What follows belongs to an exercise in optimizing a design on an open flow for small area, a short achievable clock period and few clock cycles; a production flow would make more cautious choices.
Function was checked by simulation only, so behaviour that the tests miss may differ from the original.
No activity file was given, so power comes from the tool's default toggle rates.

==> flow/design.v (outline; a module is shown in full before it is edited, if it fits) <==
// module fc_booth_enc: 18 lines
// module fc_fa: 10 lines
// module fc_ha: 9 lines
// module fc_mac_lane: 548 lines
// module fc_sequencer: 68 lines
// module fc_layer_top: 78 lines
module fc_layer_top (
	input  logic          clk,
	input  logic          reset_n,
	input  logic          i_run,
	input  fc_pkg::cnt_t  i_num_cnt,
	output logic          o_idle,
	output logic          o_read,
	output logic          o_write,
	output logic          o_done,
	output fc_pkg::addr_t o_mem_addr,
	output logic          o_mem_ce,
	input  fc_pkg::word_t i_node_q,
	input  fc_pkg::word_t i_wgt0_q,
	input  fc_pkg::word_t i_wgt1_q,
	output fc_pkg::acc_t  o_result_0,
	output fc_pkg::acc_t  o_result_1,
	output fc_pkg::acc_t  o_result_2,
	output fc_pkg::acc_t  o_result_3
);
  // ...
==> flow/flow/run.sh <==
#!/bin/bash
# Standard layout, with timing repair aimed at a shorter period than the clock's,
# and plain buffers (rather than delay cells) on the ports. The clock, the
# constraints and every other step stay as the standard flow's own layout makes them.
set -euo pipefail
bash standard.sh SETUP_SLACK_MARGIN=6.8 "BUFFER_PORTS_ARGS=-buffer_cell sky130_fd_sc_hd__buf_2" finish > standard.log 2>&1
==> flow/standard.sh <==
#!/bin/bash
# synth_recipe.tcl (not shown) runs the flow's synth.tcl, then flattens the netlist and writes it again
# the make line also repeats each setting of config.mk as NAME=value (left out here)
make -C /OpenROAD-flow-scripts/flow DESIGN_CONFIG=/design/flow/config.mk WORK_HOME=/design/flow/orfs CLKGATE_MAP_FILE= SYNTH_SCRIPT=/design/flow/synth_recipe.tcl "${@:-finish}"
==> flow/config.mk <==
export PLATFORM = sky130hd
export DESIGN_NAME = fc_layer_top
export DESIGN_NICKNAME = fc_layer_top
export VERILOG_FILES = /design/flow/design.v
export SDC_FILE = /design/flow/constraint.sdc
export NUM_CORES = 4
export LEC_CHECK = 0
export CAP_MARGIN = 20
export CORE_MARGIN = 2
export CORE_UTILIZATION = 55
export CTS_CLUSTER_DIAMETER = 70
export CTS_CLUSTER_SIZE = 24
export SETUP_SLACK_MARGIN = 5
export SLEW_MARGIN = 20
export SYNTH_HIERARCHICAL = 1
==> flow/constraint.sdc <==
create_clock -name core_clock -period 10.0 [get_ports {clk}]
set_input_delay 2.0000 -clock core_clock [delete_from_list [all_inputs] [get_ports {clk}]]
set_output_delay 2.0000 -clock core_clock [all_outputs]
set_load 0.01 [all_outputs]
==> out/results.ini, run 1 <==
[routing]
final_antenna_net_count = 0
post_drt_wl_per_cell_um = 22.1
vias_per_cell = 5.89
first_pass_iters = 6
vias = 26607

[clock_network]
cts_htree_levels = 2
cts_tree = yes
numCtsBuffers = 38

[cells_and_area]
clock_buffers = 47
n_all_inverters = 60
final_core_util_pct = 62.1
largest_register = g_lane.u_lane.acc
mostFrequentLayoutCells = 501 x xnor2_1, 480 x a22oi_1, 463 x fa_1

[status]
status = finished clean

[power]
powerSeq_mw = 3.77

[placed_design]
dpl_cell_area_um2 = 40200
place.gp.congestion = 0.841

[synth]
yosysTopAreaCell = fa_1
synth_top_area_share_pct = 24.0
synth_most_common_cell = xnor2_1
synth_seq_area_share_pct = 29.0
synth-compound-area-share_pct = 13.1
synth_adder_area_share_pct = 33.1

[sta]
rsz0062_at_grt = yes
period_needed_ns = 3.27

[worst_setup_path]
regToRegStartpoint = g_lane[0].u_lane.acc[13]$_DFF_PN0_

[global_route]
antenna_found_initial = 12
grt.busiest_layer = met2

Testbench counts, summed over its fixed seeds: cycles 17,461.
==> module fc_mac_lane, before the edit <==
module fc_mac_lane (
	input  logic           clk,
	input  logic           reset_n,
	input  logic           i_clr,
	input  fc_pkg::digit_t i_one,
	input  fc_pkg::digit_t i_two,
	input  fc_pkg::digit_t i_neg,
	input  fc_pkg::lane_t  i_wgt,
	output fc_pkg::acc_t   o_result
);
	localparam int W  = fc_pkg::DATA_W;
	localparam int LW = fc_pkg::LANE_W;
	logic pp_1, pp_2, pp_3, pp_4, pp_5, pp_6, pp_7, pp_8, pp_9, pp_10, pp_11, pp_12, pp_13, pp_14, pp_15, pp_16, pp_17, pp_18, pp_19, pp_20, pp_21, pp_22, pp_23, pp_24, pp_25, pp_26, pp_27, pp_28, pp_29, pp_30, pp_31, pp_32, pp_33, pp_34, pp_35, pp_36, pp_37, pp_38, pp_39, pp_40, pp_41, pp_42, pp_43, pp_44, pp_45, pp_46, pp_47, pp_48, pp_49, pp_50, pp_51, pp_52, pp_53, pp_54, pp_55, pp_56, pp_57, pp_58, pp_59, pp_60, pp_61, pp_62, pp_63, pp_64, pp_65, pp_66, pp_67, pp_68, pp_69, pp_70, pp_71, pp_72, pp_73, pp_74, pp_75, pp_76, pp_77, pp_78, pp_79, pp_80, pp_81, pp_82, pp_83, pp_84, pp_85, pp_86, pp_87, pp_88, pp_89, pp_90, pp_91, pp_92, pp_93, pp_94, pp_95, pp_96, pp_97, pp_98, pp_99, pp_100, pp_101, pp_102, pp_103, pp_104, pp_105, pp_106, pp_107, pp_108, pp_109, pp_110, pp_111, pp_112, pp_113, pp_114, pp_115, pp_116, pp_117, pp_118, pp_119, pp_120, pp_121, pp_122, pp_123, pp_124, pp_125, pp_126, pp_127, pp_128, pp_129, pp_130, pp_131, pp_132, pp_133, pp_134, pp_135, pp_136, ts_137, tc_138, ts_139, tc_140, ts_141, tc_142, ts_143, tc_144, ts_145, tc_146, ts_147, tc_148, ts_149, tc_150, ts_151, tc_152, ts_153, tc_154, ts_155, tc_156, ts_157, tc_158, ts_159, tc_160, ts_161, tc_162, ts_163, tc_164, ts_165, tc_166, ts_167, tc_168, ts_169, tc_170, ts_171, tc_172, ts_173, tc_174, ts_175, tc_176, ts_177, tc_178, ts_179, tc_180, ts_181, tc_182, ts_183, tc_184, ts_185, tc_186, ts_187, tc_188, ts_189, tc_190, ts_191, tc_192, ts_193, tc_194, ts_195, tc_196, ts_197, tc_198, ts_199, tc_200, ts_201, tc_202, ts_203, tc_204, ts_205, tc_206, ts_207, tc_208, ts_209, tc_210, ts_211, tc_212, ts_213, tc_214, ts_215, tc_216, ts_217, tc_218, ts_219, tc_220, ts_221, tc_222, ts_223, tc_224, ts_225, tc_226, ts_227, tc_228, ts_229, tc_230, ts_231, tc_232, ts_233, tc_234, ts_235, tc_236, ts_237, tc_238, ts_239, tc_240, ts_241, tc_242, ts_243, tc_244, ts_245, tc_246, ts_247, tc_248, ts_249, tc_250, ts_251, tc_252, ts_253, tc_254, ts_255, tc_256, ts_257, tc_258, ts_259, tc_260, ts_261, tc_262, ts_263, tc_264, ts_265, tc_266, ts_267, tc_268, ts_269, tc_270, ts_271, tc_272, ts_273, tc_274, ts_275, tc_276, ts_277, tc_278, ts_279, tc_280, ts_281, tc_282, ts_283, tc_284, ts_285, tc_286, ts_287, tc_288, ts_289, tc_290, ts_291, tc_292, ts_293, tc_294, ts_295, tc_296, ts_297, tc_298, ts_299, tc_300, ts_301, tc_302, ts_303, tc_304, ts_305, tc_306, ts_307, tc_308, ts_309, tc_310, ts_311, tc_312, ts_313, tc_314, ts_315, tc_316, ts_317, tc_318, ts_319, tc_320, ts_321, tc_322, ts_323, tc_324, ts_325, tc_326, ts_327, tc_328, ts_329, tc_330, ts_331, tc_332, ts_333, tc_334, ts_335, tc_336, ts_337, tc_338, ts_339, tc_340, ts_341, tc_342, ts_343, tc_344, ts_345, tc_346, ts_347, tc_348, ts_349, tc_350, ts_351, tc_352, ts_353, tc_354, ts_355, tc_356, ts_357, tc_358, ts_359, tc_360;
	logic [LW+1:0] x_ext;
	assign x_ext = {i_wgt[LW-1], i_wgt, 1'b0};
	assign pp_1 = ((i_one[0] & x_ext[1]) | (i_two[0] & x_ext[0])) ^ i_neg[0];
	assign pp_2 = ((i_one[0] & x_ext[2]) | (i_two[0] & x_ext[1])) ^ i_neg[0];
	assign pp_3 = ((i_one[0] & x_ext[3]) | (i_two[0] & x_ext[2])) ^ i_neg[0];
	assign pp_4 = ((i_one[0] & x_ext[4]) | (i_two[0] & x_ext[3])) ^ i_neg[0];
	assign pp_5 = ((i_one[0] & x_ext[5]) | (i_two[0] & x_ext[4])) ^ i_neg[0];
	assign pp_6 = ((i_one[0] & x_ext[6]) | (i_two[0] & x_ext[5])) ^ i_neg[0];
	assign pp_7 = ((i_one[0] & x_ext[7]) | (i_two[0] & x_ext[6])) ^ i_neg[0];
	assign pp_8 = ((i_one[0] & x_ext[8]) | (i_two[0] & x_ext[7])) ^ i_neg[0];
	assign pp_9 = ((i_one[0] & x_ext[9]) | (i_two[0] & x_ext[8])) ^ i_neg[0];
	assign pp_10 = ((i_one[0] & x_ext[10]) | (i_two[0] & x_ext[9])) ^ i_neg[0];
	assign pp_11 = ((i_one[0] & x_ext[11]) | (i_two[0] & x_ext[10])) ^ i_neg[0];
	assign pp_12 = ((i_one[0] & x_ext[12]) | (i_two[0] & x_ext[11])) ^ i_neg[0];
	assign pp_13 = ((i_one[0] & x_ext[13]) | (i_two[0] & x_ext[12])) ^ i_neg[0];
	assign pp_14 = ((i_one[0] & x_ext[14]) | (i_two[0] & x_ext[13])) ^ i_neg[0];
	assign pp_15 = ((i_one[0] & x_ext[15]) | (i_two[0] & x_ext[14])) ^ i_neg[0];
	assign pp_16 = ((i_one[0] & x_ext[16]) | (i_two[0] & x_ext[15])) ^ i_neg[0];
	assign pp_17 = ~(((i_one[0] & x_ext[17]) | (i_two[0] & x_ext[16])) ^ i_neg[0]);
	assign pp_18 = ((i_one[1] & x_ext[1]) | (i_two[1] & x_ext[0])) ^ i_neg[1];
	assign pp_19 = ((i_one[1] & x_ext[2]) | (i_two[1] & x_ext[1])) ^ i_neg[1];
	assign pp_20 = ((i_one[1] & x_ext[3]) | (i_two[1] & x_ext[2])) ^ i_neg[1];
	assign pp_21 = ((i_one[1] & x_ext[4]) | (i_two[1] & x_ext[3])) ^ i_neg[1];
	assign pp_22 = ((i_one[1] & x_ext[5]) | (i_two[1] & x_ext[4])) ^ i_neg[1];
	assign pp_23 = ((i_one[1] & x_ext[6]) | (i_two[1] & x_ext[5])) ^ i_neg[1];
	assign pp_24 = ((i_one[1] & x_ext[7]) | (i_two[1] & x_ext[6])) ^ i_neg[1];
	assign pp_25 = ((i_one[1] & x_ext[8]) | (i_two[1] & x_ext[7])) ^ i_neg[1];
	assign pp_26 = ((i_one[1] & x_ext[9]) | (i_two[1] & x_ext[8])) ^ i_neg[1];
	assign pp_27 = ((i_one[1] & x_ext[10]) | (i_two[1] & x_ext[9])) ^ i_neg[1];
	assign pp_28 = ((i_one[1] & x_ext[11]) | (i_two[1] & x_ext[10])) ^ i_neg[1];
	assign pp_29 = ((i_one[1] & x_ext[12]) | (i_two[1] & x_ext[11])) ^ i_neg[1];
	assign pp_30 = ((i_one[1] & x_ext[13]) | (i_two[1] & x_ext[12])) ^ i_neg[1];
	assign pp_31 = ((i_one[1] & x_ext[14]) | (i_two[1] & x_ext[13])) ^ i_neg[1];
	assign pp_32 = ((i_one[1] & x_ext[15]) | (i_two[1] & x_ext[14])) ^ i_neg[1];
	assign pp_33 = ((i_one[1] & x_ext[16]) | (i_two[1] & x_ext[15])) ^ i_neg[1];
	assign pp_34 = ~(((i_one[1] & x_ext[17]) | (i_two[1] & x_ext[16])) ^ i_neg[1]);
	assign pp_35 = ((i_one[2] & x_ext[1]) | (i_two[2] & x_ext[0])) ^ i_neg[2];
	assign pp_36 = ((i_one[2] & x_ext[2]) | (i_two[2] & x_ext[1])) ^ i_neg[2];
	assign pp_37 = ((i_one[2] & x_ext[3]) | (i_two[2] & x_ext[2])) ^ i_neg[2];
	assign pp_38 = ((i_one[2] & x_ext[4]) | (i_two[2] & x_ext[3])) ^ i_neg[2];
	assign pp_39 = ((i_one[2] & x_ext[5]) | (i_two[2] & x_ext[4])) ^ i_neg[2];
	assign pp_40 = ((i_one[2] & x_ext[6]) | (i_two[2] & x_ext[5])) ^ i_neg[2];
	assign pp_41 = ((i_one[2] & x_ext[7]) | (i_two[2] & x_ext[6])) ^ i_neg[2];
	assign pp_42 = ((i_one[2] & x_ext[8]) | (i_two[2] & x_ext[7])) ^ i_neg[2];
	assign pp_43 = ((i_one[2] & x_ext[9]) | (i_two[2] & x_ext[8])) ^ i_neg[2];
	assign pp_44 = ((i_one[2] & x_ext[10]) | (i_two[2] & x_ext[9])) ^ i_neg[2];
	assign pp_45 = ((i_one[2] & x_ext[11]) | (i_two[2] & x_ext[10])) ^ i_neg[2];
	assign pp_46 = ((i_one[2] & x_ext[12]) | (i_two[2] & x_ext[11])) ^ i_neg[2];
	assign pp_47 = ((i_one[2] & x_ext[13]) | (i_two[2] & x_ext[12])) ^ i_neg[2];
	assign pp_48 = ((i_one[2] & x_ext[14]) | (i_two[2] & x_ext[13])) ^ i_neg[2];
	assign pp_49 = ((i_one[2] & x_ext[15]) | (i_two[2] & x_ext[14])) ^ i_neg[2];
	assign pp_50 = ((i_one[2] & x_ext[16]) | (i_two[2] & x_ext[15])) ^ i_neg[2];
	assign pp_51 = ~(((i_one[2] & x_ext[17]) | (i_two[2] & x_ext[16])) ^ i_neg[2]);
	assign pp_52 = ((i_one[3] & x_ext[1]) | (i_two[3] & x_ext[0])) ^ i_neg[3];
	assign pp_53 = ((i_one[3] & x_ext[2]) | (i_two[3] & x_ext[1])) ^ i_neg[3];
	assign pp_54 = ((i_one[3] & x_ext[3]) | (i_two[3] & x_ext[2])) ^ i_neg[3];
	assign pp_55 = ((i_one[3] & x_ext[4]) | (i_two[3] & x_ext[3])) ^ i_neg[3];
	assign pp_56 = ((i_one[3] & x_ext[5]) | (i_two[3] & x_ext[4])) ^ i_neg[3];
	assign pp_57 = ((i_one[3] & x_ext[6]) | (i_two[3] & x_ext[5])) ^ i_neg[3];
	assign pp_58 = ((i_one[3] & x_ext[7]) | (i_two[3] & x_ext[6])) ^ i_neg[3];
	assign pp_59 = ((i_one[3] & x_ext[8]) | (i_two[3] & x_ext[7])) ^ i_neg[3];
	assign pp_60 = ((i_one[3] & x_ext[9]) | (i_two[3] & x_ext[8])) ^ i_neg[3];
	assign pp_61 = ((i_one[3] & x_ext[10]) | (i_two[3] & x_ext[9])) ^ i_neg[3];
	assign pp_62 = ((i_one[3] & x_ext[11]) | (i_two[3] & x_ext[10])) ^ i_neg[3];
	assign pp_63 = ((i_one[3] & x_ext[12]) | (i_two[3] & x_ext[11])) ^ i_neg[3];
	assign pp_64 = ((i_one[3] & x_ext[13]) | (i_two[3] & x_ext[12])) ^ i_neg[3];
	assign pp_65 = ((i_one[3] & x_ext[14]) | (i_two[3] & x_ext[13])) ^ i_neg[3];
	assign pp_66 = ((i_one[3] & x_ext[15]) | (i_two[3] & x_ext[14])) ^ i_neg[3];
	assign pp_67 = ((i_one[3] & x_ext[16]) | (i_two[3] & x_ext[15])) ^ i_neg[3];
	assign pp_68 = ~(((i_one[3] & x_ext[17]) | (i_two[3] & x_ext[16])) ^ i_neg[3]);
	assign pp_69 = ((i_one[4] & x_ext[1]) | (i_two[4] & x_ext[0])) ^ i_neg[4];
	assign pp_70 = ((i_one[4] & x_ext[2]) | (i_two[4] & x_ext[1])) ^ i_neg[4];
	assign pp_71 = ((i_one[4] & x_ext[3]) | (i_two[4] & x_ext[2])) ^ i_neg[4];
	assign pp_72 = ((i_one[4] & x_ext[4]) | (i_two[4] & x_ext[3])) ^ i_neg[4];
	assign pp_73 = ((i_one[4] & x_ext[5]) | (i_two[4] & x_ext[4])) ^ i_neg[4];
	assign pp_74 = ((i_one[4] & x_ext[6]) | (i_two[4] & x_ext[5])) ^ i_neg[4];
	assign pp_75 = ((i_one[4] & x_ext[7]) | (i_two[4] & x_ext[6])) ^ i_neg[4];
	assign pp_76 = ((i_one[4] & x_ext[8]) | (i_two[4] & x_ext[7])) ^ i_neg[4];
	assign pp_77 = ((i_one[4] & x_ext[9]) | (i_two[4] & x_ext[8])) ^ i_neg[4];
	assign pp_78 = ((i_one[4] & x_ext[10]) | (i_two[4] & x_ext[9])) ^ i_neg[4];
	assign pp_79 = ((i_one[4] & x_ext[11]) | (i_two[4] & x_ext[10])) ^ i_neg[4];
	assign pp_80 = ((i_one[4] & x_ext[12]) | (i_two[4] & x_ext[11])) ^ i_neg[4];
	assign pp_81 = ((i_one[4] & x_ext[13]) | (i_two[4] & x_ext[12])) ^ i_neg[4];
	assign pp_82 = ((i_one[4] & x_ext[14]) | (i_two[4] & x_ext[13])) ^ i_neg[4];
	assign pp_83 = ((i_one[4] & x_ext[15]) | (i_two[4] & x_ext[14])) ^ i_neg[4];
	assign pp_84 = ((i_one[4] & x_ext[16]) | (i_two[4] & x_ext[15])) ^ i_neg[4];
	assign pp_85 = ~(((i_one[4] & x_ext[17]) | (i_two[4] & x_ext[16])) ^ i_neg[4]);
	assign pp_86 = ((i_one[5] & x_ext[1]) | (i_two[5] & x_ext[0])) ^ i_neg[5];
	assign pp_87 = ((i_one[5] & x_ext[2]) | (i_two[5] & x_ext[1])) ^ i_neg[5];
	assign pp_88 = ((i_one[5] & x_ext[3]) | (i_two[5] & x_ext[2])) ^ i_neg[5];
	assign pp_89 = ((i_one[5] & x_ext[4]) | (i_two[5] & x_ext[3])) ^ i_neg[5];
	assign pp_90 = ((i_one[5] & x_ext[5]) | (i_two[5] & x_ext[4])) ^ i_neg[5];
	assign pp_91 = ((i_one[5] & x_ext[6]) | (i_two[5] & x_ext[5])) ^ i_neg[5];
	assign pp_92 = ((i_one[5] & x_ext[7]) | (i_two[5] & x_ext[6])) ^ i_neg[5];
	assign pp_93 = ((i_one[5] & x_ext[8]) | (i_two[5] & x_ext[7])) ^ i_neg[5];
	assign pp_94 = ((i_one[5] & x_ext[9]) | (i_two[5] & x_ext[8])) ^ i_neg[5];
	assign pp_95 = ((i_one[5] & x_ext[10]) | (i_two[5] & x_ext[9])) ^ i_neg[5];
	assign pp_96 = ((i_one[5] & x_ext[11]) | (i_two[5] & x_ext[10])) ^ i_neg[5];
	assign pp_97 = ((i_one[5] & x_ext[12]) | (i_two[5] & x_ext[11])) ^ i_neg[5];
	assign pp_98 = ((i_one[5] & x_ext[13]) | (i_two[5] & x_ext[12])) ^ i_neg[5];
	assign pp_99 = ((i_one[5] & x_ext[14]) | (i_two[5] & x_ext[13])) ^ i_neg[5];
	assign pp_100 = ((i_one[5] & x_ext[15]) | (i_two[5] & x_ext[14])) ^ i_neg[5];
	assign pp_101 = ((i_one[5] & x_ext[16]) | (i_two[5] & x_ext[15])) ^ i_neg[5];
	assign pp_102 = ~(((i_one[5] & x_ext[17]) | (i_two[5] & x_ext[16])) ^ i_neg[5]);
	assign pp_103 = ((i_one[6] & x_ext[1]) | (i_two[6] & x_ext[0])) ^ i_neg[6];
	assign pp_104 = ((i_one[6] & x_ext[2]) | (i_two[6] & x_ext[1])) ^ i_neg[6];
	assign pp_105 = ((i_one[6] & x_ext[3]) | (i_two[6] & x_ext[2])) ^ i_neg[6];
	assign pp_106 = ((i_one[6] & x_ext[4]) | (i_two[6] & x_ext[3])) ^ i_neg[6];
	assign pp_107 = ((i_one[6] & x_ext[5]) | (i_two[6] & x_ext[4])) ^ i_neg[6];
	assign pp_108 = ((i_one[6] & x_ext[6]) | (i_two[6] & x_ext[5])) ^ i_neg[6];
	assign pp_109 = ((i_one[6] & x_ext[7]) | (i_two[6] & x_ext[6])) ^ i_neg[6];
	assign pp_110 = ((i_one[6] & x_ext[8]) | (i_two[6] & x_ext[7])) ^ i_neg[6];
	assign pp_111 = ((i_one[6] & x_ext[9]) | (i_two[6] & x_ext[8])) ^ i_neg[6];
	assign pp_112 = ((i_one[6] & x_ext[10]) | (i_two[6] & x_ext[9])) ^ i_neg[6];
	assign pp_113 = ((i_one[6] & x_ext[11]) | (i_two[6] & x_ext[10])) ^ i_neg[6];
	assign pp_114 = ((i_one[6] & x_ext[12]) | (i_two[6] & x_ext[11])) ^ i_neg[6];
	assign pp_115 = ((i_one[6] & x_ext[13]) | (i_two[6] & x_ext[12])) ^ i_neg[6];
	assign pp_116 = ((i_one[6] & x_ext[14]) | (i_two[6] & x_ext[13])) ^ i_neg[6];
	assign pp_117 = ((i_one[6] & x_ext[15]) | (i_two[6] & x_ext[14])) ^ i_neg[6];
	assign pp_118 = ((i_one[6] & x_ext[16]) | (i_two[6] & x_ext[15])) ^ i_neg[6];
	assign pp_119 = ~(((i_one[6] & x_ext[17]) | (i_two[6] & x_ext[16])) ^ i_neg[6]);
	assign pp_120 = ((i_one[7] & x_ext[1]) | (i_two[7] & x_ext[0])) ^ i_neg[7];
	assign pp_121 = ((i_one[7] & x_ext[2]) | (i_two[7] & x_ext[1])) ^ i_neg[7];
	assign pp_122 = ((i_one[7] & x_ext[3]) | (i_two[7] & x_ext[2])) ^ i_neg[7];
	assign pp_123 = ((i_one[7] & x_ext[4]) | (i_two[7] & x_ext[3])) ^ i_neg[7];
	assign pp_124 = ((i_one[7] & x_ext[5]) | (i_two[7] & x_ext[4])) ^ i_neg[7];
	assign pp_125 = ((i_one[7] & x_ext[6]) | (i_two[7] & x_ext[5])) ^ i_neg[7];
	assign pp_126 = ((i_one[7] & x_ext[7]) | (i_two[7] & x_ext[6])) ^ i_neg[7];
	assign pp_127 = ((i_one[7] & x_ext[8]) | (i_two[7] & x_ext[7])) ^ i_neg[7];
	assign pp_128 = ((i_one[7] & x_ext[9]) | (i_two[7] & x_ext[8])) ^ i_neg[7];
	assign pp_129 = ((i_one[7] & x_ext[10]) | (i_two[7] & x_ext[9])) ^ i_neg[7];
	assign pp_130 = ((i_one[7] & x_ext[11]) | (i_two[7] & x_ext[10])) ^ i_neg[7];
	assign pp_131 = ((i_one[7] & x_ext[12]) | (i_two[7] & x_ext[11])) ^ i_neg[7];
	assign pp_132 = ((i_one[7] & x_ext[13]) | (i_two[7] & x_ext[12])) ^ i_neg[7];
	assign pp_133 = ((i_one[7] & x_ext[14]) | (i_two[7] & x_ext[13])) ^ i_neg[7];
	assign pp_134 = ((i_one[7] & x_ext[15]) | (i_two[7] & x_ext[14])) ^ i_neg[7];
	assign pp_135 = ((i_one[7] & x_ext[16]) | (i_two[7] & x_ext[15])) ^ i_neg[7];
	assign pp_136 = ~(((i_one[7] & x_ext[17]) | (i_two[7] & x_ext[16])) ^ i_neg[7]);
	fc_ha u_ts_137 (.a(i_neg[5]), .b(pp_11), .s(ts_137), .co(tc_138));
	fc_ha u_ts_139 (.a(pp_12), .b(pp_27), .s(ts_139), .co(tc_140));
	fc_fa u_ts_141 (.a(i_neg[6]), .b(pp_13), .c(pp_28), .s(ts_141), .co(tc_142));
	fc_ha u_ts_143 (.a(pp_43), .b(pp_58), .s(ts_143), .co(tc_144));
	fc_fa u_ts_145 (.a(pp_14), .b(pp_29), .c(pp_44), .s(ts_145), .co(tc_146));
	fc_ha u_ts_147 (.a(pp_59), .b(pp_74), .s(ts_147), .co(tc_148));
	fc_fa u_ts_149 (.a(i_neg[7]), .b(pp_15), .c(pp_30), .s(ts_149), .co(tc_150));
	fc_fa u_ts_151 (.a(pp_45), .b(pp_60), .c(pp_75), .s(ts_151), .co(tc_152));
	fc_ha u_ts_153 (.a(pp_90), .b(pp_105), .s(ts_153), .co(tc_154));
	fc_fa u_ts_155 (.a(pp_16), .b(pp_31), .c(pp_46), .s(ts_155), .co(tc_156));
	fc_fa u_ts_157 (.a(pp_61), .b(pp_76), .c(pp_91), .s(ts_157), .co(tc_158));
	fc_ha u_ts_159 (.a(pp_106), .b(pp_121), .s(ts_159), .co(tc_160));
	assign ts_161 = ~(pp_17 ^ pp_32);
	assign tc_162 = pp_17 | pp_32;
	fc_fa u_ts_163 (.a(pp_47), .b(pp_62), .c(pp_77), .s(ts_163), .co(tc_164));
	fc_fa u_ts_165 (.a(pp_92), .b(pp_107), .c(pp_122), .s(ts_165), .co(tc_166));
	assign ts_167 = ~(pp_33 ^ pp_48);
	assign tc_168 = pp_33 | pp_48;
	fc_fa u_ts_169 (.a(pp_63), .b(pp_78), .c(pp_93), .s(ts_169), .co(tc_170));
	fc_ha u_ts_171 (.a(pp_108), .b(pp_123), .s(ts_171), .co(tc_172));
	fc_fa u_ts_173 (.a(pp_34), .b(pp_49), .c(pp_64), .s(ts_173), .co(tc_174));
	fc_fa u_ts_175 (.a(pp_79), .b(pp_94), .c(pp_109), .s(ts_175), .co(tc_176));
	assign ts_177 = ~(pp_50 ^ pp_65);
	assign tc_178 = pp_50 | pp_65;
	fc_ha u_ts_179 (.a(pp_80), .b(pp_95), .s(ts_179), .co(tc_180));
	fc_fa u_ts_181 (.a(pp_51), .b(pp_66), .c(pp_81), .s(ts_181), .co(tc_182));
	assign ts_183 = ~pp_67;
	assign tc_184 = pp_67;
	fc_ha u_ts_185 (.a(i_neg[3]), .b(pp_7), .s(ts_185), .co(tc_186));
	fc_ha u_ts_187 (.a(pp_8), .b(pp_23), .s(ts_187), .co(tc_188));
	fc_fa u_ts_189 (.a(i_neg[4]), .b(pp_9), .c(pp_24), .s(ts_189), .co(tc_190));
	fc_ha u_ts_191 (.a(pp_39), .b(pp_54), .s(ts_191), .co(tc_192));
	fc_fa u_ts_193 (.a(pp_10), .b(pp_25), .c(pp_40), .s(ts_193), .co(tc_194));
	fc_ha u_ts_195 (.a(pp_55), .b(pp_70), .s(ts_195), .co(tc_196));
	fc_fa u_ts_197 (.a(pp_26), .b(pp_41), .c(pp_56), .s(ts_197), .co(tc_198));
	fc_fa u_ts_199 (.a(pp_71), .b(pp_86), .c(ts_137), .s(ts_199), .co(tc_200));
	fc_fa u_ts_201 (.a(pp_42), .b(pp_57), .c(pp_72), .s(ts_201), .co(tc_202));
	fc_fa u_ts_203 (.a(pp_87), .b(tc_138), .c(ts_139), .s(ts_203), .co(tc_204));
	fc_fa u_ts_205 (.a(pp_73), .b(pp_88), .c(pp_103), .s(ts_205), .co(tc_206));
	fc_fa u_ts_207 (.a(tc_140), .b(ts_143), .c(ts_141), .s(ts_207), .co(tc_208));
	fc_fa u_ts_209 (.a(pp_89), .b(pp_104), .c(tc_144), .s(ts_209), .co(tc_210));
	fc_fa u_ts_211 (.a(ts_147), .b(tc_142), .c(ts_145), .s(ts_211), .co(tc_212));
	fc_fa u_ts_213 (.a(pp_120), .b(tc_148), .c(ts_153), .s(ts_213), .co(tc_214));
	fc_fa u_ts_215 (.a(tc_146), .b(ts_149), .c(ts_151), .s(ts_215), .co(tc_216));
	fc_fa u_ts_217 (.a(tc_154), .b(ts_159), .c(tc_150), .s(ts_217), .co(tc_218));
	fc_fa u_ts_219 (.a(tc_152), .b(ts_155), .c(ts_157), .s(ts_219), .co(tc_220));
	fc_fa u_ts_221 (.a(tc_160), .b(ts_161), .c(tc_156), .s(ts_221), .co(tc_222));
	fc_fa u_ts_223 (.a(tc_158), .b(ts_163), .c(ts_165), .s(ts_223), .co(tc_224));
	fc_fa u_ts_225 (.a(tc_162), .b(ts_167), .c(ts_171), .s(ts_225), .co(tc_226));
	fc_fa u_ts_227 (.a(tc_164), .b(tc_166), .c(ts_169), .s(ts_227), .co(tc_228));
	fc_fa u_ts_229 (.a(pp_124), .b(tc_168), .c(tc_172), .s(ts_229), .co(tc_230));
	fc_fa u_ts_231 (.a(tc_170), .b(ts_173), .c(ts_175), .s(ts_231), .co(tc_232));
	fc_fa u_ts_233 (.a(pp_110), .b(pp_125), .c(ts_177), .s(ts_233), .co(tc_234));
	fc_fa u_ts_235 (.a(ts_179), .b(tc_174), .c(tc_176), .s(ts_235), .co(tc_236));
	fc_fa u_ts_237 (.a(pp_96), .b(pp_111), .c(pp_126), .s(ts_237), .co(tc_238));
	fc_fa u_ts_239 (.a(tc_178), .b(tc_180), .c(ts_181), .s(ts_239), .co(tc_240));
	fc_fa u_ts_241 (.a(pp_82), .b(pp_97), .c(pp_112), .s(ts_241), .co(tc_242));
	fc_fa u_ts_243 (.a(pp_127), .b(ts_183), .c(tc_182), .s(ts_243), .co(tc_244));
	fc_fa u_ts_245 (.a(pp_68), .b(pp_83), .c(pp_98), .s(ts_245), .co(tc_246));
	fc_fa u_ts_247 (.a(pp_113), .b(pp_128), .c(tc_184), .s(ts_247), .co(tc_248));
	assign ts_249 = ~(pp_84 ^ pp_99);
	assign tc_250 = pp_84 | pp_99;
	fc_ha u_ts_251 (.a(pp_114), .b(pp_129), .s(ts_251), .co(tc_252));
	fc_fa u_ts_253 (.a(pp_85), .b(pp_100), .c(pp_115), .s(ts_253), .co(tc_254));
	assign ts_255 = ~pp_101;
	assign tc_256 = pp_101;
	fc_ha u_ts_257 (.a(i_neg[2]), .b(pp_5), .s(ts_257), .co(tc_258));
	fc_ha u_ts_259 (.a(pp_6), .b(pp_21), .s(ts_259), .co(tc_260));
	fc_fa u_ts_261 (.a(pp_22), .b(pp_37), .c(pp_52), .s(ts_261), .co(tc_262));
	fc_fa u_ts_263 (.a(pp_38), .b(pp_53), .c(tc_186), .s(ts_263), .co(tc_264));
	fc_fa u_ts_265 (.a(pp_69), .b(tc_188), .c(ts_191), .s(ts_265), .co(tc_266));
	fc_fa u_ts_267 (.a(tc_192), .b(ts_195), .c(tc_190), .s(ts_267), .co(tc_268));
	fc_fa u_ts_269 (.a(tc_196), .b(tc_194), .c(ts_197), .s(ts_269), .co(tc_270));
	fc_fa u_ts_271 (.a(tc_198), .b(ts_201), .c(tc_200), .s(ts_271), .co(tc_272));
	fc_fa u_ts_273 (.a(tc_202), .b(ts_205), .c(tc_204), .s(ts_273), .co(tc_274));
	fc_fa u_ts_275 (.a(tc_206), .b(ts_209), .c(tc_208), .s(ts_275), .co(tc_276));
	fc_fa u_ts_277 (.a(tc_210), .b(ts_213), .c(tc_212), .s(ts_277), .co(tc_278));
	fc_fa u_ts_279 (.a(tc_214), .b(tc_216), .c(ts_217), .s(ts_279), .co(tc_280));
	fc_fa u_ts_281 (.a(tc_218), .b(tc_220), .c(ts_221), .s(ts_281), .co(tc_282));
	fc_fa u_ts_283 (.a(tc_222), .b(ts_225), .c(tc_224), .s(ts_283), .co(tc_284));
	fc_fa u_ts_285 (.a(ts_229), .b(tc_226), .c(tc_228), .s(ts_285), .co(tc_286));
	fc_fa u_ts_287 (.a(tc_230), .b(ts_233), .c(tc_232), .s(ts_287), .co(tc_288));
	fc_fa u_ts_289 (.a(ts_237), .b(tc_234), .c(tc_236), .s(ts_289), .co(tc_290));
	fc_fa u_ts_291 (.a(tc_238), .b(ts_241), .c(tc_240), .s(ts_291), .co(tc_292));
	fc_fa u_ts_293 (.a(tc_242), .b(ts_245), .c(ts_247), .s(ts_293), .co(tc_294));
	fc_fa u_ts_295 (.a(ts_249), .b(ts_251), .c(tc_246), .s(ts_295), .co(tc_296));
	fc_fa u_ts_297 (.a(pp_130), .b(tc_250), .c(tc_252), .s(ts_297), .co(tc_298));
	fc_fa u_ts_299 (.a(pp_116), .b(pp_131), .c(ts_255), .s(ts_299), .co(tc_300));
	fc_fa u_ts_301 (.a(pp_102), .b(pp_117), .c(pp_132), .s(ts_301), .co(tc_302));
	assign ts_303 = ~pp_118;
	assign tc_304 = pp_118;
	fc_ha u_ts_305 (.a(i_neg[1]), .b(pp_3), .s(ts_305), .co(tc_306));
	fc_ha u_ts_307 (.a(pp_4), .b(pp_19), .s(ts_307), .co(tc_308));
	fc_fa u_ts_309 (.a(pp_20), .b(pp_35), .c(ts_257), .s(ts_309), .co(tc_310));
	fc_fa u_ts_311 (.a(pp_36), .b(tc_258), .c(ts_259), .s(ts_311), .co(tc_312));
	fc_fa u_ts_313 (.a(tc_260), .b(ts_185), .c(ts_261), .s(ts_313), .co(tc_314));
	fc_fa u_ts_315 (.a(ts_187), .b(tc_262), .c(ts_263), .s(ts_315), .co(tc_316));
	fc_fa u_ts_317 (.a(ts_189), .b(tc_264), .c(ts_265), .s(ts_317), .co(tc_318));
	fc_fa u_ts_319 (.a(ts_193), .b(tc_266), .c(ts_267), .s(ts_319), .co(tc_320));
	fc_fa u_ts_321 (.a(tc_268), .b(ts_199), .c(ts_269), .s(ts_321), .co(tc_322));
	fc_fa u_ts_323 (.a(ts_203), .b(tc_270), .c(ts_271), .s(ts_323), .co(tc_324));
	fc_fa u_ts_325 (.a(ts_207), .b(tc_272), .c(ts_273), .s(ts_325), .co(tc_326));
	fc_fa u_ts_327 (.a(ts_211), .b(tc_274), .c(ts_275), .s(ts_327), .co(tc_328));
	fc_fa u_ts_329 (.a(ts_215), .b(tc_276), .c(ts_277), .s(ts_329), .co(tc_330));
	fc_fa u_ts_331 (.a(ts_219), .b(tc_278), .c(ts_279), .s(ts_331), .co(tc_332));
	fc_fa u_ts_333 (.a(ts_223), .b(tc_280), .c(ts_281), .s(ts_333), .co(tc_334));
	fc_fa u_ts_335 (.a(ts_227), .b(tc_282), .c(ts_283), .s(ts_335), .co(tc_336));
	fc_fa u_ts_337 (.a(ts_231), .b(tc_284), .c(ts_285), .s(ts_337), .co(tc_338));
	fc_fa u_ts_339 (.a(ts_235), .b(tc_286), .c(ts_287), .s(ts_339), .co(tc_340));
	fc_fa u_ts_341 (.a(ts_239), .b(tc_288), .c(ts_289), .s(ts_341), .co(tc_342));
	fc_fa u_ts_343 (.a(ts_243), .b(tc_290), .c(ts_291), .s(ts_343), .co(tc_344));
	fc_fa u_ts_345 (.a(tc_244), .b(ts_293), .c(tc_292), .s(ts_345), .co(tc_346));
	fc_fa u_ts_347 (.a(tc_248), .b(ts_295), .c(tc_294), .s(ts_347), .co(tc_348));
	fc_fa u_ts_349 (.a(ts_253), .b(ts_297), .c(tc_296), .s(ts_349), .co(tc_350));
	fc_fa u_ts_351 (.a(tc_254), .b(tc_298), .c(ts_299), .s(ts_351), .co(tc_352));
	fc_fa u_ts_353 (.a(tc_256), .b(ts_301), .c(tc_300), .s(ts_353), .co(tc_354));
	fc_fa u_ts_355 (.a(pp_133), .b(ts_303), .c(tc_302), .s(ts_355), .co(tc_356));
	fc_fa u_ts_357 (.a(pp_119), .b(pp_134), .c(tc_304), .s(ts_357), .co(tc_358));
	assign ts_359 = ~pp_135;
	assign tc_360 = pp_135;
	logic p0_0, p1_0, p0_1, p0_2, p1_2, p0_3, p1_3, p0_4, p1_4, p0_5, p1_5, p0_6, p1_6, p0_7, p1_7, p0_8, p1_8, p0_9, p1_9, p0_10, p1_10, p0_11, p1_11, p0_12, p1_12, p0_13, p1_13, p0_14, p1_14, p0_15, p1_15, p0_16, p1_16, p0_17, p1_17, p0_18, p1_18, p0_19, p1_19, p0_20, p1_20, p0_21, p1_21, p0_22, p1_22, p0_23, p1_23, p0_24, p1_24, p0_25, p1_25, p0_26, p1_26, p0_27, p1_27, p0_28, p1_28, p0_29, p1_29, p0_30, p1_30;
	always_ff @(posedge clk) begin
		p0_0 <= i_neg[0];
		p1_0 <= pp_1;
		p0_1 <= pp_2;
		p0_2 <= pp_18;
		p1_2 <= ts_305;
		p0_3 <= tc_306;
		p1_3 <= ts_307;
		p0_4 <= tc_308;
		p1_4 <= ts_309;
		p0_5 <= tc_310;
		p1_5 <= ts_311;
		p0_6 <= tc_312;
		p1_6 <= ts_313;
		p0_7 <= tc_314;
		p1_7 <= ts_315;
		p0_8 <= tc_316;
		p1_8 <= ts_317;
		p0_9 <= tc_318;
		p1_9 <= ts_319;
		p0_10 <= tc_320;
		p1_10 <= ts_321;
		p0_11 <= tc_322;
		p1_11 <= ts_323;
		p0_12 <= tc_324;
		p1_12 <= ts_325;
		p0_13 <= tc_326;
		p1_13 <= ts_327;
		p0_14 <= tc_328;
		p1_14 <= ts_329;
		p0_15 <= tc_330;
		p1_15 <= ts_331;
		p0_16 <= tc_332;
		p1_16 <= ts_333;
		p0_17 <= tc_334;
		p1_17 <= ts_335;
		p0_18 <= tc_336;
		p1_18 <= ts_337;
		p0_19 <= tc_338;
		p1_19 <= ts_339;
		p0_20 <= tc_340;
		p1_20 <= ts_341;
		p0_21 <= tc_342;
		p1_21 <= ts_343;
		p0_22 <= tc_344;
		p1_22 <= ts_345;
		p0_23 <= tc_346;
		p1_23 <= ts_347;
		p0_24 <= tc_348;
		p1_24 <= ts_349;
		p0_25 <= tc_350;
		p1_25 <= ts_351;
		p0_26 <= tc_352;
		p1_26 <= ts_353;
		p0_27 <= tc_354;
		p1_27 <= ts_355;
		p0_28 <= tc_356;
		p1_28 <= ts_357;
		p0_29 <= tc_358;
		p1_29 <= ts_359;
		p0_30 <= tc_360;
		p1_30 <= pp_136;
	end
	fc_pkg::acc_t acc;
	logic [W-1:0] acc_nxt;
	logic us_361, uc_362, us_363, uc_364, us_365, uc_366, us_367, uc_368, us_369, uc_370, us_371, uc_372, us_373, uc_374, us_375, uc_376, us_377, uc_378, us_379, uc_380, us_381, uc_382, us_383, uc_384, us_385, uc_386, us_387, uc_388, us_389, uc_390, us_391, uc_392, us_393, uc_394, us_395, uc_396, us_397, uc_398, us_399, uc_400, us_401, uc_402, us_403, uc_404, us_405, uc_406, us_407, uc_408, us_409, uc_410, us_411, uc_412, us_413, uc_414, us_415, uc_416, us_417, uc_418, us_419, uc_420, us_421, uc_422, us_423, g_424, p_425, g_426, p_427, g_428, p_429, g_430, p_431, g_432, p_433, g_434, p_435, g_436, p_437, g_438, p_439, g_440, p_441, g_442, p_443, g_444, p_445, g_446, p_447, g_448, p_449, g_450, p_451, g_452, p_453, g_454, p_455, g_456, p_457, g_458, p_459, g_460, p_461, g_462, p_463, g_464, p_465, g_466, p_467, g_468, p_469, g_470, p_471, g_472, p_473, g_474, p_475, g_476, p_477, g_478, p_479, g_480, p_481, g_482, p_483, g_484, p_485, G_486, P_487, G_488, P_489, G_490, P_491, G_492, P_493, G_494, P_495, G_496, P_497, G_498, P_499, G_500, P_501, G_502, P_503, G_504, P_505, G_506, P_507, G_508, P_509, G_510, P_511, G_512, P_513, G_514, P_515, G_516, P_517, G_518, P_519, G_520, P_521, G_522, P_523, G_524, P_525, G_526, P_527, G_528, P_529, G_530, P_531, G_532, P_533, G_534, P_535, G_536, P_537, G_538, P_539, G_540, P_541, G_542, P_543, G_544, P_545, G_546, P_547, G_548, P_549, G_550, P_551, G_552, P_553, G_554, P_555, G_556, P_557, G_558, P_559, G_560, P_561, G_562, P_563, G_564, P_565, G_566, P_567, G_568, P_569, G_570, P_571, G_572, P_573, G_574, P_575, G_576, P_577, G_578, P_579, G_580, P_581, G_582, P_583, G_584, P_585, G_586, P_587, G_588, P_589;
	fc_ha u_us_361 (.a(acc[0]), .b(p0_0), .s(us_361), .co(uc_362));
	fc_ha u_us_363 (.a(acc[1]), .b(p0_1), .s(us_363), .co(uc_364));
	fc_fa u_us_365 (.a(acc[2]), .b(p0_2), .c(p1_2), .s(us_365), .co(uc_366));
	fc_fa u_us_367 (.a(acc[3]), .b(p0_3), .c(p1_3), .s(us_367), .co(uc_368));
	fc_fa u_us_369 (.a(acc[4]), .b(p0_4), .c(p1_4), .s(us_369), .co(uc_370));
	fc_fa u_us_371 (.a(acc[5]), .b(p0_5), .c(p1_5), .s(us_371), .co(uc_372));
	fc_fa u_us_373 (.a(acc[6]), .b(p0_6), .c(p1_6), .s(us_373), .co(uc_374));
	fc_fa u_us_375 (.a(acc[7]), .b(p0_7), .c(p1_7), .s(us_375), .co(uc_376));
	fc_fa u_us_377 (.a(acc[8]), .b(p0_8), .c(p1_8), .s(us_377), .co(uc_378));
	fc_fa u_us_379 (.a(acc[9]), .b(p0_9), .c(p1_9), .s(us_379), .co(uc_380));
	fc_fa u_us_381 (.a(acc[10]), .b(p0_10), .c(p1_10), .s(us_381), .co(uc_382));
	fc_fa u_us_383 (.a(acc[11]), .b(p0_11), .c(p1_11), .s(us_383), .co(uc_384));
	fc_fa u_us_385 (.a(acc[12]), .b(p0_12), .c(p1_12), .s(us_385), .co(uc_386));
	fc_fa u_us_387 (.a(acc[13]), .b(p0_13), .c(p1_13), .s(us_387), .co(uc_388));
	fc_fa u_us_389 (.a(acc[14]), .b(p0_14), .c(p1_14), .s(us_389), .co(uc_390));
	fc_fa u_us_391 (.a(acc[15]), .b(p0_15), .c(p1_15), .s(us_391), .co(uc_392));
	fc_fa u_us_393 (.a(acc[16]), .b(p0_16), .c(p1_16), .s(us_393), .co(uc_394));
	fc_fa u_us_395 (.a(acc[17]), .b(p0_17), .c(p1_17), .s(us_395), .co(uc_396));
	fc_fa u_us_397 (.a(acc[18]), .b(p0_18), .c(p1_18), .s(us_397), .co(uc_398));
	fc_fa u_us_399 (.a(acc[19]), .b(p0_19), .c(p1_19), .s(us_399), .co(uc_400));
	fc_fa u_us_401 (.a(acc[20]), .b(p0_20), .c(p1_20), .s(us_401), .co(uc_402));
	fc_fa u_us_403 (.a(acc[21]), .b(p0_21), .c(p1_21), .s(us_403), .co(uc_404));
	fc_fa u_us_405 (.a(acc[22]), .b(p0_22), .c(p1_22), .s(us_405), .co(uc_406));
	fc_fa u_us_407 (.a(acc[23]), .b(p0_23), .c(p1_23), .s(us_407), .co(uc_408));
	fc_fa u_us_409 (.a(acc[24]), .b(p0_24), .c(p1_24), .s(us_409), .co(uc_410));
	fc_fa u_us_411 (.a(acc[25]), .b(p0_25), .c(p1_25), .s(us_411), .co(uc_412));
	fc_fa u_us_413 (.a(acc[26]), .b(p0_26), .c(p1_26), .s(us_413), .co(uc_414));
	fc_fa u_us_415 (.a(acc[27]), .b(p0_27), .c(p1_27), .s(us_415), .co(uc_416));
	fc_fa u_us_417 (.a(acc[28]), .b(p0_28), .c(p1_28), .s(us_417), .co(uc_418));
	fc_fa u_us_419 (.a(acc[29]), .b(p0_29), .c(p1_29), .s(us_419), .co(uc_420));
	fc_fa u_us_421 (.a(acc[30]), .b(p0_30), .c(p1_30), .s(us_421), .co(uc_422));
	assign us_423 = 1'b1 ^ acc[31] ^ uc_422;
	fc_ha u_p_425 (.a(p1_0), .b(us_361), .s(p_425), .co(g_424));
	fc_ha u_p_427 (.a(uc_362), .b(us_363), .s(p_427), .co(g_426));
	fc_ha u_p_429 (.a(uc_364), .b(us_365), .s(p_429), .co(g_428));
	fc_ha u_p_431 (.a(uc_366), .b(us_367), .s(p_431), .co(g_430));
	fc_ha u_p_433 (.a(uc_368), .b(us_369), .s(p_433), .co(g_432));
	fc_ha u_p_435 (.a(uc_370), .b(us_371), .s(p_435), .co(g_434));
	fc_ha u_p_437 (.a(uc_372), .b(us_373), .s(p_437), .co(g_436));
	fc_ha u_p_439 (.a(uc_374), .b(us_375), .s(p_439), .co(g_438));
	fc_ha u_p_441 (.a(uc_376), .b(us_377), .s(p_441), .co(g_440));
	fc_ha u_p_443 (.a(uc_378), .b(us_379), .s(p_443), .co(g_442));
	fc_ha u_p_445 (.a(uc_380), .b(us_381), .s(p_445), .co(g_444));
	fc_ha u_p_447 (.a(uc_382), .b(us_383), .s(p_447), .co(g_446));
	fc_ha u_p_449 (.a(uc_384), .b(us_385), .s(p_449), .co(g_448));
	fc_ha u_p_451 (.a(uc_386), .b(us_387), .s(p_451), .co(g_450));
	fc_ha u_p_453 (.a(uc_388), .b(us_389), .s(p_453), .co(g_452));
	fc_ha u_p_455 (.a(uc_390), .b(us_391), .s(p_455), .co(g_454));
	fc_ha u_p_457 (.a(uc_392), .b(us_393), .s(p_457), .co(g_456));
	fc_ha u_p_459 (.a(uc_394), .b(us_395), .s(p_459), .co(g_458));
	fc_ha u_p_461 (.a(uc_396), .b(us_397), .s(p_461), .co(g_460));
	fc_ha u_p_463 (.a(uc_398), .b(us_399), .s(p_463), .co(g_462));
	fc_ha u_p_465 (.a(uc_400), .b(us_401), .s(p_465), .co(g_464));
	fc_ha u_p_467 (.a(uc_402), .b(us_403), .s(p_467), .co(g_466));
	fc_ha u_p_469 (.a(uc_404), .b(us_405), .s(p_469), .co(g_468));
	fc_ha u_p_471 (.a(uc_406), .b(us_407), .s(p_471), .co(g_470));
	fc_ha u_p_473 (.a(uc_408), .b(us_409), .s(p_473), .co(g_472));
	fc_ha u_p_475 (.a(uc_410), .b(us_411), .s(p_475), .co(g_474));
	fc_ha u_p_477 (.a(uc_412), .b(us_413), .s(p_477), .co(g_476));
	fc_ha u_p_479 (.a(uc_414), .b(us_415), .s(p_479), .co(g_478));
	fc_ha u_p_481 (.a(uc_416), .b(us_417), .s(p_481), .co(g_480));
	fc_ha u_p_483 (.a(uc_418), .b(us_419), .s(p_483), .co(g_482));
	fc_ha u_p_485 (.a(uc_420), .b(us_421), .s(p_485), .co(g_484));
	assign G_486 = g_426 | (p_427 & g_424);
	assign P_487 = p_427 & p_425;
	assign G_488 = g_430 | (p_431 & g_428);
	assign P_489 = p_431 & p_429;
	assign G_490 = g_434 | (p_435 & g_432);
	assign P_491 = p_435 & p_433;
	assign G_492 = g_438 | (p_439 & g_436);
	assign P_493 = p_439 & p_437;
	assign G_494 = g_442 | (p_443 & g_440);
	assign P_495 = p_443 & p_441;
	assign G_496 = g_446 | (p_447 & g_444);
	assign P_497 = p_447 & p_445;
	assign G_498 = g_450 | (p_451 & g_448);
	assign P_499 = p_451 & p_449;
	assign G_500 = g_454 | (p_455 & g_452);
	assign P_501 = p_455 & p_453;
	assign G_502 = g_458 | (p_459 & g_456);
	assign P_503 = p_459 & p_457;
	assign G_504 = g_462 | (p_463 & g_460);
	assign P_505 = p_463 & p_461;
	assign G_506 = g_466 | (p_467 & g_464);
	assign P_507 = p_467 & p_465;
	assign G_508 = g_470 | (p_471 & g_468);
	assign P_509 = p_471 & p_469;
	assign G_510 = g_474 | (p_475 & g_472);
	assign P_511 = p_475 & p_473;
	assign G_512 = g_478 | (p_479 & g_476);
	assign P_513 = p_479 & p_477;
	assign G_514 = g_482 | (p_483 & g_480);
	assign P_515 = p_483 & p_481;
	assign G_516 = G_488 | (P_489 & G_486);
	assign P_517 = P_489 & P_487;
	assign G_518 = G_492 | (P_493 & G_490);
	assign P_519 = P_493 & P_491;
	assign G_520 = G_496 | (P_497 & G_494);
	assign P_521 = P_497 & P_495;
	assign G_522 = G_500 | (P_501 & G_498);
	assign P_523 = P_501 & P_499;
	assign G_524 = G_504 | (P_505 & G_502);
	assign P_525 = P_505 & P_503;
	assign G_526 = G_508 | (P_509 & G_506);
	assign P_527 = P_509 & P_507;
	assign G_528 = G_512 | (P_513 & G_510);
	assign P_529 = P_513 & P_511;
	assign G_530 = G_518 | (P_519 & G_516);
	assign P_531 = P_519 & P_517;
	assign G_532 = G_522 | (P_523 & G_520);
	assign P_533 = P_523 & P_521;
	assign G_534 = G_526 | (P_527 & G_524);
	assign P_535 = P_527 & P_525;
	assign G_536 = G_532 | (P_533 & G_530);
	assign P_537 = P_533 & P_531;
	assign G_538 = G_534 | (P_535 & G_536);
	assign P_539 = P_535 & P_537;
	assign G_540 = G_520 | (P_521 & G_530);
	assign P_541 = P_521 & P_531;
	assign G_542 = G_524 | (P_525 & G_536);
	assign P_543 = P_525 & P_537;
	assign G_544 = G_528 | (P_529 & G_538);
	assign P_545 = P_529 & P_539;
	assign G_546 = G_490 | (P_491 & G_516);
	assign P_547 = P_491 & P_517;
	assign G_548 = G_494 | (P_495 & G_530);
	assign P_549 = P_495 & P_531;
	assign G_550 = G_498 | (P_499 & G_540);
	assign P_551 = P_499 & P_541;
	assign G_552 = G_502 | (P_503 & G_536);
	assign P_553 = P_503 & P_537;
	assign G_554 = G_506 | (P_507 & G_542);
	assign P_555 = P_507 & P_543;
	assign G_556 = G_510 | (P_511 & G_538);
	assign P_557 = P_511 & P_539;
	assign G_558 = G_514 | (P_515 & G_544);
	assign P_559 = P_515 & P_545;
	assign G_560 = g_428 | (p_429 & G_486);
	assign P_561 = p_429 & P_487;
	assign G_562 = g_432 | (p_433 & G_516);
	assign P_563 = p_433 & P_517;
	assign G_564 = g_436 | (p_437 & G_546);
	assign P_565 = p_437 & P_547;
	assign G_566 = g_440 | (p_441 & G_530);
	assign P_567 = p_441 & P_531;
	assign G_568 = g_444 | (p_445 & G_548);
	assign P_569 = p_445 & P_549;
	assign G_570 = g_448 | (p_449 & G_540);
	assign P_571 = p_449 & P_541;
	assign G_572 = g_452 | (p_453 & G_550);
	assign P_573 = p_453 & P_551;
	assign G_574 = g_456 | (p_457 & G_536);
	assign P_575 = p_457 & P_537;
	assign G_576 = g_460 | (p_461 & G_552);
	assign P_577 = p_461 & P_553;
	assign G_578 = g_464 | (p_465 & G_542);
	assign P_579 = p_465 & P_543;
	assign G_580 = g_468 | (p_469 & G_554);
	assign P_581 = p_469 & P_555;
	assign G_582 = g_472 | (p_473 & G_538);
	assign P_583 = p_473 & P_539;
	assign G_584 = g_476 | (p_477 & G_556);
	assign P_585 = p_477 & P_557;
	assign G_586 = g_480 | (p_481 & G_544);
	assign P_587 = p_481 & P_545;
	assign G_588 = g_484 | (p_485 & G_558);
	assign P_589 = p_485 & P_559;
	logic [W-1:0] sum;
	assign sum[0] = p_425;
	assign sum[1] = p_427 ^ g_424;
	assign sum[2] = p_429 ^ G_486;
	assign sum[3] = p_431 ^ G_560;
	assign sum[4] = p_433 ^ G_516;
	assign sum[5] = p_435 ^ G_562;
	assign sum[6] = p_437 ^ G_546;
	assign sum[7] = p_439 ^ G_564;
	assign sum[8] = p_441 ^ G_530;
	assign sum[9] = p_443 ^ G_566;
	assign sum[10] = p_445 ^ G_548;
	assign sum[11] = p_447 ^ G_568;
	assign sum[12] = p_449 ^ G_540;
	assign sum[13] = p_451 ^ G_570;
	assign sum[14] = p_453 ^ G_550;
	assign sum[15] = p_455 ^ G_572;
	assign sum[16] = p_457 ^ G_536;
	assign sum[17] = p_459 ^ G_574;
	assign sum[18] = p_461 ^ G_552;
	assign sum[19] = p_463 ^ G_576;
	assign sum[20] = p_465 ^ G_542;
	assign sum[21] = p_467 ^ G_578;
	assign sum[22] = p_469 ^ G_554;
	assign sum[23] = p_471 ^ G_580;
	assign sum[24] = p_473 ^ G_538;
	assign sum[25] = p_475 ^ G_582;
	assign sum[26] = p_477 ^ G_556;
	assign sum[27] = p_479 ^ G_584;
	assign sum[28] = p_481 ^ G_544;
	assign sum[29] = p_483 ^ G_586;
	assign sum[30] = p_485 ^ G_558;
	assign sum[31] = us_423 ^ G_588;
	assign acc_nxt = sum & {W{~i_clr}};
	always_ff @(posedge clk or negedge reset_n) begin
		if (!reset_n) begin
			acc <= '0;
		end else begin
			acc <= acc_nxt;
		end
	end
	assign o_result = acc;
endmodule
==> module fc_sequencer, before the edit <==
module fc_sequencer (
	input  logic          clk,
	input  logic          reset_n,
	input  logic          i_run,
	input  fc_pkg::cnt_t  i_num_cnt,
	output logic          o_idle,
	output logic          o_read,
	output logic          o_write,
	output logic          o_done,
	output logic          o_rd_valid,
	output logic          o_clr,
	output logic          o_mem_ce,
	output fc_pkg::addr_t o_mem_addr
);
	logic          idle;
	logic          write;
	logic          rd_act;
	logic          rd_valid;
	logic          start;
	logic          start_q;
	logic          rd_last;
	logic [2:0]    last_pipe;
	logic          done;
	fc_pkg::addr_t num;
	fc_pkg::addr_t rd_cnt;
	fc_pkg::addr_t rd_nxt;
	assign o_idle = idle;
	assign start  = i_run & idle;
	always_ff @(posedge clk) begin
		if (start) begin
			num <= fc_pkg::addr_t'(i_num_cnt);
		end
	end
	assign rd_nxt  = rd_cnt + fc_pkg::addr_t'(1);
	assign rd_last = rd_act & (rd_nxt == num);
	always_ff @(posedge clk or negedge reset_n) begin
		if (!reset_n) begin
			idle      <= 1'b1;
			write     <= 1'b0;
			rd_act    <= 1'b0;
			rd_valid  <= 1'b0;
			start_q   <= 1'b0;
			last_pipe <= '0;
			done      <= 1'b0;
			rd_cnt    <= '0;
		end else begin
			idle      <= ~start & (idle | done);
			write     <= (start | write) & ~last_pipe[2];
			rd_act    <= start | (rd_act & ~rd_last);
			rd_valid  <= rd_act;
			start_q   <= start;
			last_pipe <= {last_pipe[1:0], rd_last};
			done      <= last_pipe[2];
			if (rd_last) begin
				rd_cnt <= '0;
			end else if (rd_act) begin
				rd_cnt <= rd_nxt;
			end
		end
	end
	assign o_read     = rd_act;
	assign o_mem_ce   = rd_act;
	assign o_mem_addr = rd_cnt;
	assign o_write    = write;
	assign o_done     = done;
	assign o_rd_valid = rd_valid;
	assign o_clr      = start_q;
endmodule
==> run 2, diff against run 1 <==
--- a/flow/design.v
+++ b/flow/design.v
@@ -590,12 +590,8 @@
 	assign sum[30] = p_485 ^ G_558;
 	assign sum[31] = us_423 ^ G_588;
 	assign acc_nxt = sum & {W{~i_clr}};
-	always_ff @(posedge clk or negedge reset_n) begin
-		if (!reset_n) begin
-			acc <= '0;
-		end else begin
-			acc <= acc_nxt;
-		end
+	always_ff @(posedge clk) begin
+		acc <= acc_nxt;
 	end
 	assign o_result = acc;
 endmodule
@@ -666,7 +662,7 @@
 	assign o_write    = write;
 	assign o_done     = done;
 	assign o_rd_valid = rd_valid;
-	assign o_clr      = start_q;
+	assign o_clr      = start_q | ~reset_n;
 endmodule
 `timescale 1ns/100ps
 module fc_layer_top (
==> out/results.ini, run 2 <==
[sta]
skew_ns = 0.0157
tightest_slew_ns = 1.00
relSlewSlack_pct = 33.2
setup_viol = 0
final_hold_viol_count = 0
rsz0062_at_grt = yes
setup_tns_ns = 0
slew_viol_final = 0
post-route-period-util_pct = 32.4
period_needed_ns = 3.24  ; -0.0256 ns
setup_slack_ns = 6.76
fmaxAchievable_mhz = 308

[worst_setup_path]
endpoint = o_idle
cp_slowest_stage_delay_ns = 0.56
cp_top_family = flip-flops
start_kind = flop
cp_num_buf_inv = 1
path_cells = buf_6
crit_cells = 1
cp-startpoint = u_seq.idle$_DFF_PN1_
cpMaxStageDelayCell = dfstp_2
reg2reg_to = g_lane[0].u_lane.p1_15$_DFF_P_
crit_path_end_kind = output port
rrSetupSlack_ns = 6.85
regToRegStartpoint = wgt_r[0][18]$_DFF_P_
crit_arrival_ns = 1.24
path_class = flop to output port
required_ns = 8.00
rr_worst_depth = 6
cp_max_fo = 2

[floorplan]
die_h_um = 267
row_count = 96
dieArea_um2 = 71500
io_pins = 257
die_w_um = 267
initial_core_util_pct = 55.6
core_um2 = 68600

[synth]
synth.distinct_cells = 64
ys.flop_type = dfxtp_1
syn_area_um2 = 38200
synth_seq_area_share_pct = 27.7  ; -1.3 points
synth.area.top_cells = dfxtp_1 25%, fa_1 24%, xnor2_1 11%
synth_most_common_cell = xnor2_1
yosys_warnings = 21
syn_inst = 3456
yosys-top-cells-count = 500 x xnor2_1, 484 x dfxtp_1, 480 x a22oi_1, 464 x fa_1, 281 x ha_1
synth_area_per_cell_um2 = 11.0
syn_nets = 4313
yosysTopAreaCell = dfxtp_1
async_flop_share_pct = 4.06
synth_edf_count = 12
synth_top_area_share_pct = 25.4  ; +1.4 points
ys_ff_latch = 517

[cells_and_area]
syn_to_final_growth_pct = 9.90
layout.nets = 4349
largest_register = g_lane.u_lane.acc
mostFrequentLayoutCells = 500 x xnor2_1, 480 x a22oi_1, 464 x fa_1
layout_commonest_cell = xnor2_1
drive_gt1_share_pct = 18.7
reg.largest.list = g_lane.u_lane.acc (128), wgt_r (64)
largest_reg_flops = 128
design_area_um2 = 41900
final_core_util_pct = 61.1  ; -0.91 points

[routing]
drc = 0
first_pass_iters = 6  ; unchanged
final_antenna_net_count = 0  ; unchanged
drt_iter0_markers = 2012
wl_um = 100000
vias = 26341  ; -1.0%
post_drt_wl_per_cell_um = 22.5  ; +1.6%
vias_per_cell = 5.92  ; +0.51%

[power]
p_sw_share_pct = 44.5
p_clk_share_pct = 10.9
power.density_nw_per_um2 = 363
power.internal_mw = 8.45
pwr-share-comb_pct = 65.9
vdd_drop_max_mv = 0.344
p_leak_nw = 17.1
seqPwrFrac_pct = 23.3
p_sw_mw = 6.77

[clock_network]
clockRootBuffer = clkbuf_16
cts_tree = yes
clkSinkCount = 517
cts_htree_levels = 2  ; unchanged
clkTransAtPathRegs_ns = 0.08
cts_buffer_depth = 3
hold_buffers = 0
numCtsBuffers = 37  ; -2.6%
clk_latency_ns = 0.59

[placed_design]
dpl_worst_slack_ns = 5.78
place.gp.congestion = 0.838  ; -0.36%
dpl_cell_area_um2 = 39600  ; -1.5%
place.port_buffers = 255
dp_hpwl_um = 66800

[global_route]
grt_pass1_wl_um = 156000
grt-ovfl-total = 0
first_global_vias = 28186
grt_max_degree = 68
grt.total_usage_pct = 27.7
antenna_found_initial = 10  ; -2

[hold_path]
hold_path_class = flop to flop

[flow_run]
maxCapViolations = 0

[status]
status = finished clean

## run 2: cells by family after synthesis
group / Yosys count / synth area share, %
flip-flops: 517 / 27.7
XOR/XNOR: 635 / 14.6
AND/OR/NAND/NOR: 448 / 6.22
AO/OA/AOI/OAI: 707 / 13.5
adder cells (fa/ha/maj): 745 / 33.6
buffers and inverters: 399 / 4.29
multiplexers: 5 / 0.131
## run 2: metal layers
layer,vias to the layer above,track usage (%),wire (um)
met5,-,0,54
met4,8,9.32,3490
met3,189,4.02,6990
met2,1056,47.6,49000
met1,13303,35.9,40500
li1,11785,-,-
## run 2: layout make-up
class / instances / area (um^2)
diodes: 3 / 7.51
clock inverters: 26 / 339
multi-input cells: 2542 / 26300
fillers: 5587 / 26600
flip-flops and latches: 517 / 10800
clock buffers: 40 / 967
inverters: 67 / 251
repair buffers: 327 / 2100
well taps: 931 / 1160
## run 2: worst min-delay path by stage
stage | start | to | slack (ns) | cells past startpoint
after CTS | u_seq.last_pipe[1]$_DFF_PN0_ | u_seq.last_pipe[2]$_DFF_PN0_ | 0.35 | 0
after global placement | u_seq.last_pipe[0]$_DFF_PN0_ | u_seq.last_pipe[1]$_DFF_PN0_ | 0.33 | 0
after global routing | u_seq.last_pipe[1]$_DFF_PN0_ | u_seq.last_pipe[2]$_DFF_PN0_ | 0.36 | 0
after detailed placement | u_seq.last_pipe[1]$_DFF_PN0_ | u_seq.last_pipe[2]$_DFF_PN0_ | 0.34 | 0
final | u_seq.last_pipe[1]$_DFF_PN0_ | u_seq.last_pipe[2]$_DFF_PN0_ | 0.35 | 0
after floorplan | u_seq.last_pipe[0]$_DFF_PN0_ | u_seq.last_pipe[1]$_DFF_PN0_ | 0.33 | 0
## run 2: per-stage QoR
stage          power, mW  std cells  hold WS, ns
5_1_grt             16.9       4452        0.359
3_5_place_dp        13.1       4351        0.336
6_report            15.2       4453        0.352
4_1_cts             14.9       4431        0.355
3_3_place_gp        12.8       4350        0.334
2_1_floorplan       10.6       3456        0.331
## run 2: timing repair
| item | CTS | global route |
|---|---|---|
| pin swaps | 0 | 30 |
| gates resized for setup | 111 | 125 |
| endpoints found under the setup margin | 179 | 148 |
| setup buffers | 13 | 18 |
| gates cloned | 1 | 1 |
## run 2: Yosys stat by module (local to each module, per instance)
module	cells	cell area [um^2]
fc_sequencer	165	1730
fc_layer_top	147	2500
fc_ha	1	12.5
fc_fa	1	20.0
fc_booth_enc	38	264
fc_mac_lane	601	5400
## run 2: power groups by stage
| stage | Combinational [mW] | Clock, mW | Sequential, mW |
|---|---|---|---|
| detailed placement | 9.52 | 0 | 3.62 |
| global route | 11.5 | 1.77 | 3.64 |
| global placement | 9.14 | 0 | 3.61 |
| floorplan | 7.14 | 0 | 3.45 |
| CTS | 9.68 | 1.70 | 3.56 |
| finish | 10.0 | 1.65 | 3.54 |
Testbench counts of run 2, summed over its fixed seeds: cycles 17,461.

[what the ideal ports hide]
No port has a modelled driver above. Below, the same layouts with a new extraction and two added sets of constraints.
Step 1: set_driving_cell puts a clkbuf_16 on clk and a buf_2 on each other input, an assumption about the parent block.
Step 2 adds t to the input delays and takes it off the output delays; t is the mean of the earliest and latest rising clock arrival at the registers after step 1. Input paths then give back, and output paths get back, about the clock's delay inside the block.
a / b / c = no drivers / after step 1 / after step 2; a / b = the first two.
run	shift t [ns]	setup WS [ns]	hold WS [ns]	worst setup path after step 2	cell pins on the clock port's net
run 1	0.651	6.732 / 6.668 / 6.816	0.346 / 0.346 / 0.346	input, reset recovery	1
run 2	0.645	6.758 / 6.694 / 6.347	0.352 / 0.352 / 0.352	input to register	1
After both steps setup and hold are still met in every run listed. The setup slack of run 2, which loses most, moves by -0.064 ns with the drivers and by -0.411 ns with both steps. The worst setup slack also covers recovery checks on asynchronous resets.
